Source: an optimization exercise on an open RTL-to-GDS flow (aim: small area, a short achievable clock period and few clock cycles per item). Production flows keep margins and buffers that such runs may drop.
Only simulation tests tie the RTL to the original design; equivalence was not proved.
Power is estimated from default activity; no workload was simulated.

==> design.v <==
module mdu_ctrl #(
    parameter int MUL_LAT = 4
) (
    input  logic        clk,
    input  logic        rst,
    input  logic        start,
    input  logic [2:0]  op,
    input  logic [31:0] a,
    input  logic [31:0] b,
    output logic        busy,
    output logic        done,
    output logic [31:0] hi,
    output logic [31:0] lo,
    output logic        div0
);
    typedef enum logic [1:0] {IDLE, MUL, DIV, SIGN} state_t;
    state_t      r_state, w_next;
    logic [4:0]  r_cnt;
    logic [31:0] r_a, r_b, r_rem, r_quo, r_hi, r_lo;
    logic        r_sgn, r_neg_q, r_neg_r, r_done;
    logic        w_acc, w_is_mul, w_is_div, w_sgn, w_bz, w_trap;
    logic [63:0] w_prod;
    logic [33:0] w_trial;
    assign w_acc    = start && (r_state == IDLE);
    assign w_is_mul = (op[2:1] == 2'b00);
    assign w_is_div = (op[2:1] == 2'b01);
    assign w_sgn    = !op[0];
    assign w_bz     = (b == 32'd0);
    assign w_prod   = {{32{r_sgn & r_a[31]}}, r_a} * {{32{r_sgn & r_b[31]}}, r_b};
    assign w_trial  = {1'b0, r_rem, r_quo[31]} - {2'b00, r_b};
    assign w_trap = 1'b0;
    assign div0   = 1'b0;
    assign busy = (r_state != IDLE);
    assign done = r_done;
    assign hi   = r_hi;
    assign lo   = r_lo;
    always_ff @(posedge clk)
        r_state <= rst ? IDLE : w_next;
    always_comb begin
        w_next = r_state;
        case (r_state)
            IDLE:    w_next = !w_acc ? IDLE : w_is_mul ? MUL : (w_is_div && !w_trap) ? DIV : IDLE;
            MUL:     w_next = (r_cnt == 5'd0) ? IDLE : MUL;
            DIV:     w_next = (r_cnt == 5'd0) ? SIGN : DIV;
            default: w_next = IDLE;
        endcase
    end
    always_ff @(posedge clk) begin
        if (rst) begin
            r_cnt   <= 5'd0;
            r_a     <= 32'd0;
            r_b     <= 32'd0;
            r_rem   <= 32'd0;
            r_quo   <= 32'd0;
            r_hi    <= 32'd0;
            r_lo    <= 32'd0;
            r_sgn   <= 1'b0;
            r_neg_q <= 1'b0;
            r_neg_r <= 1'b0;
            r_done  <= 1'b0;
        end else begin
            r_done <= 1'b0;
            case (r_state)
                IDLE: begin
                    if (w_acc && (w_is_mul || w_is_div)) begin
                        r_cnt   <= w_is_mul ? 5'(MUL_LAT - 1) : 5'd31;
                        r_a     <= a;
                        r_b     <= (w_is_div && w_sgn && b[31]) ? -b : b;
                        r_quo   <= (w_sgn && a[31]) ? -a : a;
                        r_rem   <= 32'd0;
                        r_sgn   <= w_sgn;
                        r_neg_q <= w_sgn && (a[31] ^ b[31]) && !w_bz;
                        r_neg_r <= w_sgn && a[31];
                        r_done  <= w_trap;
                    end
                    if (w_acc && op == 3'b100) r_hi <= a;
                    if (w_acc && op == 3'b101) r_lo <= a;
                end
                MUL: begin
                    if (r_cnt != 5'd0) r_cnt <= r_cnt - 5'd1;
                    if (r_cnt == 5'd0) begin
                        {r_hi, r_lo} <= w_prod;
                        r_done       <= 1'b1;
                    end
                end
                DIV: begin
                    if (r_cnt != 5'd0) r_cnt <= r_cnt - 5'd1;
                    r_rem <= w_trial[33] ? {r_rem[30:0], r_quo[31]} : w_trial[31:0];
                    r_quo <= {r_quo[30:0], !w_trial[33]};
                end
                default: begin
                    r_lo   <= r_neg_q ? -r_quo : r_quo;
                    r_hi   <= r_neg_r ? -r_rem : r_rem;
                    r_done <= 1'b1;
                end
            endcase
        end
    end
endmodule
==> run.sh <==
#!/bin/bash
# synth_recipe.tcl (not shown) runs the flow's synth.tcl, then flattens the netlist and writes it again
# the make line also repeats each setting of config.mk as NAME=value (left out here)
make -C /OpenROAD-flow-scripts/flow DESIGN_CONFIG=/design/flow/config.mk WORK_HOME=/design/flow/orfs CLKGATE_MAP_FILE= SYNTH_SCRIPT=/design/flow/synth_recipe.tcl finish
==> config.mk <==
export PLATFORM = sky130hd
export DESIGN_NAME = mdu_ctrl
export DESIGN_NICKNAME = mdu_ctrl
export VERILOG_FILES = /design/flow/design.v
export SDC_FILE = /design/flow/constraint.sdc
export NUM_CORES = 4
export LEC_CHECK = 0
export CAP_MARGIN = 20
export CORE_MARGIN = 2
export CORE_UTILIZATION = 40
export SLEW_MARGIN = 20
==> constraint.sdc <==
create_clock -name core_clock -period 10.0 [get_ports {clk}]
set_input_delay 2.0000 -clock core_clock [delete_from_list [all_inputs] [get_ports {clk}]]
set_output_delay 2.0000 -clock core_clock [all_outputs]
set_load 0.01 [all_outputs]
==> metrics.md <==
| Metric | Value |
|---|---|
| Result of the run | `complete, no violations` |
| Launch point of the worst hold path | `r_a[19]` |
| Count of distinct cell types in the synthesized netlist | `70` |
| Pint | `2.21 mW` |
| Number of instances in the synthesized netlist | `5916` |
| Post-route setup TNS | `0 ns` |
| Number of hold violations in the final report | `0` |
| Hold Crit Endpoint | `r_a[19]` |
| I/O pins | `137` |
| Die area | `0.130 sq mm` |
| Number of buffers added for setup after CTS | `0` |
| Clk Tree Root Cell | `clkbuf_16` |
| Proportion of synthesized chip area in sequential cells | `0.0802` |
| Per-cell routed wire length | `21.4 um` |
| Standby leakage power | `25.4 nW` |
| Number of max-cap violations | `0` |
| Starting density of the core | `0.403` |
| Sw Pwr | `1.86 mW` |
| Arrival time of data at the critical path endpoint | `9.65 ns` |
| Fmax | `0.108 GHz` |
| # hold bufs at CTS | `0` |
| Async set-or-reset flop fraction in the synthesized netlist | `0` |
| Type of element launching the critical path | `flip-flop` |
| Placer's final routability congestion estimate | `0.940` |
| First-pass GRT wire length | `254 mm` |
| Most common cell after layout, fill and taps aside | `inv_1` |
| Total buffers and inverters traversed by the critical path | `5` |
| Highest-count cells in the layout ignoring fill and taps | `1191 x inv_1, 1126 x fa_1, 969 x nand2_1` |
| Total via count in the routed design | `40100` |
| Number of iterations in the first detailed-routing pass | `6` |
| Max stage delay cell, worst path | `dfxtp_1` |
| Number of buffers on the longest clock path | `3` |
| Post-cts sizing count | `0` |
| Number of buffers created by CTS | `26` |
| Switching share of total power | `0.457` |
| Maximum number of pins on one net before global-route repair | `78` |
| Final #Nets | `7276` |
| Clock skew after layout | `0.0157 ns` |
| # H-tree levels | `1` |
| Worst reg2reg path depth | `24` |
| Critical R2R Capture | `r_hi[0]` |
| Area delta synth->final | `7.65%` |
| Via-per-instance ratio | `5.35` |
| Endpoints failing setup | `0` |
| Setup slack of the most critical reg-to-reg path | `0.76 ns` |
| Peak supply drop | `0.101 mV` |
| Worst reg2reg startpoint | `r_b[11]` |
| Final wirelength | `160 mm` |
| Period minus WS final | `9.24 ns` |
| Standard-cell row count | `130` |
| Max Slew Vio Count | `0` |
| Placed inst area | `0.0536 sq mm` |
| Number of enable-type register cells in the synthesized netlist | `0` |
| Kind of critical path | `reg -> reg` |
| Vias in the first global route | `41600` |
| Delay of the slowest cell on the worst path | `0.94 ns` |
| Core area | `0.126 sq mm` |
| Transition time at the pin with the least slew margin | `1.16 ns` |
| Nature of the critical path endpoint | `flip-flop` |
| Count of yosys warnings during synthesis | `1` |
| Number of fillers in the final layout | `12500` |
| Family with the most delay on the worst path | `adder cells` |
| Total standard cell area after synthesis | `0.0507 sq mm` |
| Levels on crit path | `24` |
| Tightest Hold Check Type | `reg -> reg` |
| CTS tree | `yes` |
| Final core utilization | `0.434` |
| Syn Nets | `7365` |
| Width of the chip | `360 um` |
| Data required, critical path | `10.41 ns` |
| Worst skew pair latency | `0.57 ns` |
| Critical path cell sequence | `buf_4 -> and2_1 -> fa_1 -> fa_1 -> inv_1 -> fa_1 -> fa_1 -> inv_1 -> fa_1 -> fa_1 -> fa_1 -> inv_1 -> fa_1 -> inv_1 -> ha_1 -> nand4_1 -> or4_1 -> nor3_1 -> o21a_1 -> o21ai_0 -> a21o_1 -> and3_1 -> o21ai_0 -> a211oi_1` |
| Seq pwr share | `0.249` |
| Chip Height | `360 um` |
| Initial antenna violation count | `6` |
| Layout cell share with drive strength beyond 1 | `0.0351` |
| Clock transition at path regs | `0.07 ns` |
| Hold Path Stages | `2` |
| Clock network fraction of total power | `0.252` |
| Gr ovfl total | `0` |
| Layout Cell Area excl Fill | `0.0546 sq mm` |
| Number of nets still failing antenna checks after routing | `0` |
| Syn_area_per_cell | `8.57 sq um` |
| Setup repair after global routing missed its margin | `no` |
| Largest fanout of any net on the critical path | `21` |
| Ys flop type | `dfxtp_1` |
| Hpwl dp | `130 mm` |
| Worst hold margin | `0.457 ns` |
| TritonCTS sink count | `203` |
| Portion of total power attributed to combinational logic | `0.499` |
| Final worst path period share | `0.924` |
| Power Density | `74.7 mW/mm^2` |
| Final routed DRC violation total | `0` |
| Initial drt markers | `3315` |
| Port Buffer Count | `135` |
| Synth Register Bits | `203` |
| Overall track demand over capacity in global routing | `0.252` |
| Max-Slew Margin vs Limit | `0.229` |
| Cell repeated most along the worst path | `fa_1` |
power groups by stage:
stage	Clock, mW	Combinational (mW)	Sequential [mW]
floorplan	0	1.26	0.957
global placement	0	2.00	1.03
detailed placement	0	2.00	1.03
CTS	1.03	2.03	1.01
global route	1.06	2.23	1.02
finish	1.03	2.03	1.02
routing by layer:
layer / GRT usage / wire length, um
met1: 0.359 / 68800
met2: 0.403 / 73400
met3: 0.0331 / 12300
met4: 0.0729 / 5770
met5: 0 / 0
worst register-to-register path: stages (launching register included):
cell and delay, ns:
dfxtp_1 0.94, buf_4 0.39, and2_1 0.18, fa_1 0.44
fa_1 0.54, inv_1 0.05, fa_1 0.50, fa_1 0.40
inv_1 0.07, fa_1 0.43, fa_1 0.58, fa_1 0.52
inv_1 0.05, fa_1 0.50, inv_1 0.05, ha_1 0.43
nand4_1 0.25, or4_1 0.57, nor3_1 0.73, o21a_1 0.21
o21ai_0 0.10, a21o_1 0.22, and3_1 0.18, o21ai_0 0.59
a211oi_1 0.16
logic make-up (layout without fill, tap and decap cells):
logic type | count (synthesis) | count (layout) | share of synthesized area
multiplexers | 27 | 27 | 0.00538
buffers and inverters | 1558 | 1488 | 0.116
XOR/XNOR | 207 | 207 | 0.0358
adder cells (fa/ha/maj) | 1379 | 1379 | 0.507
other | 1 | 5 | 0.0000740
flip-flops | 203 | 203 | 0.0802
AND/OR/NAND/NOR | 1828 | 1828 | 0.166
AO/OA/AOI/OAI | 713 | 713 | 0.0903
Yosys cell counts, drive strengths merged, types with 5 or more instances:
master / number / area (sq um)
xnor2: 110 / 963
or4: 19 / 154
clkbuf: 347 / 1300
fa: 1126 / 22500
o211ai: 25 / 188
o221ai: 5 / 43.8
nand2: 969 / 3640
nor4: 10 / 62.6
a21oi: 198 / 991
a311oi: 11 / 96.3
inv: 1192 / 4470
ha: 253 / 3170
mux2i: 25 / 250
o41ai: 16 / 140
dfxtp: 203 / 4060
o31ai: 47 / 353
a32oi: 9 / 78.8
a21boi: 7 / 52.6
or3: 33 / 206
a21o: 48 / 360
a221o: 5 / 50.1
o21ai: 163 / 820
and2: 365 / 2280
nor2: 231 / 867
nand2b: 15 / 93.8
nor3: 64 / 320
buf: 19 / 78.8
nor2b: 13 / 81.3
a31oi: 19 / 119
a211oi: 70 / 526
or2: 16 / 100
and3: 25 / 156
xor2: 97 / 850
a221oi: 32 / 287
o21bai: 14 / 105
o21a: 9 / 67.6
nand4: 21 / 131
a22oi: 11 / 82.6
nand3: 28 / 140
a211o: 6 / 52.6
through the flow:
step	cells	setup WS (ns)	power (mW)
global route	7497	0.312	4.31
global placement	7449	0.912	3.03
floorplan	5916	1.80	2.22
CTS	7496	0.849	4.07
finish	7500	0.761	4.08
detailed placement	7449	0.901	3.03
worst max-delay path by stage:
stage                 start  endpoint  slack, ns
floorplan           r_a[31]  r_hi[31]       1.80
global placement    r_b[24]  r_hi[28]       0.91
detailed placement  r_b[11]   r_hi[0]       0.90
CTS                 r_b[11]   r_hi[0]       0.85
global route        r_b[24]  r_hi[28]       0.31
finish              r_b[11]   r_hi[0]       0.76
final cells by class:
cell class,count,area (sq um),area share
flip-flops and latches,203,4070,0.0747
inverters,1192,4470,0.0820
clock buffers,38,807,0.0148
well taps,1650,2060,0.0378
multi-input cells,4155,40800,0.748
diodes,4,10.0,0.000183
repair buffers,249,2210,0.0405
clock inverters,9,108,0.00197
flip-flops by register name (all words and copies together), names as in the netlist, 2 cells and up:
name     count
r_quo       32
r_hi        32
r_lo        32
r_state      2
r_b         32
r_rem       32
r_cnt        5
r_a         32
Testbench counts, summed over its fixed seeds: cycles 110,506, ops 8,000.

re-timing with driven ports:
In the flow no input, the clock included, has a driving cell. The finished layout below was timed again as built, in two steps.
Step 1 sets driving cells, clkbuf_16 on the clock port and buf_2 on the other inputs (assumed; they add their load-dependent delay and slew).
Step 2 times the ports against the registers' clock, not the clock port: input delays grow and output delays shrink by t, the midpoint of the rising clock arrivals with the driver on.
a / b / c = ideal / step 1 / step 2; a / b = the first two.
t (ns): 0.611
slack for setup (ns): 0.761 / 0.761 / 0.761
worst hold slack (ns): 0.457 / 0.457 / 0.457
worst setup path at the end: register to register
worst slew at a driven data input, ns: 0.14
After both steps this run still meets setup and hold. For this run, drivers alone change the setup slack by 0.000 ns; drivers and shift together by 0.000 ns.
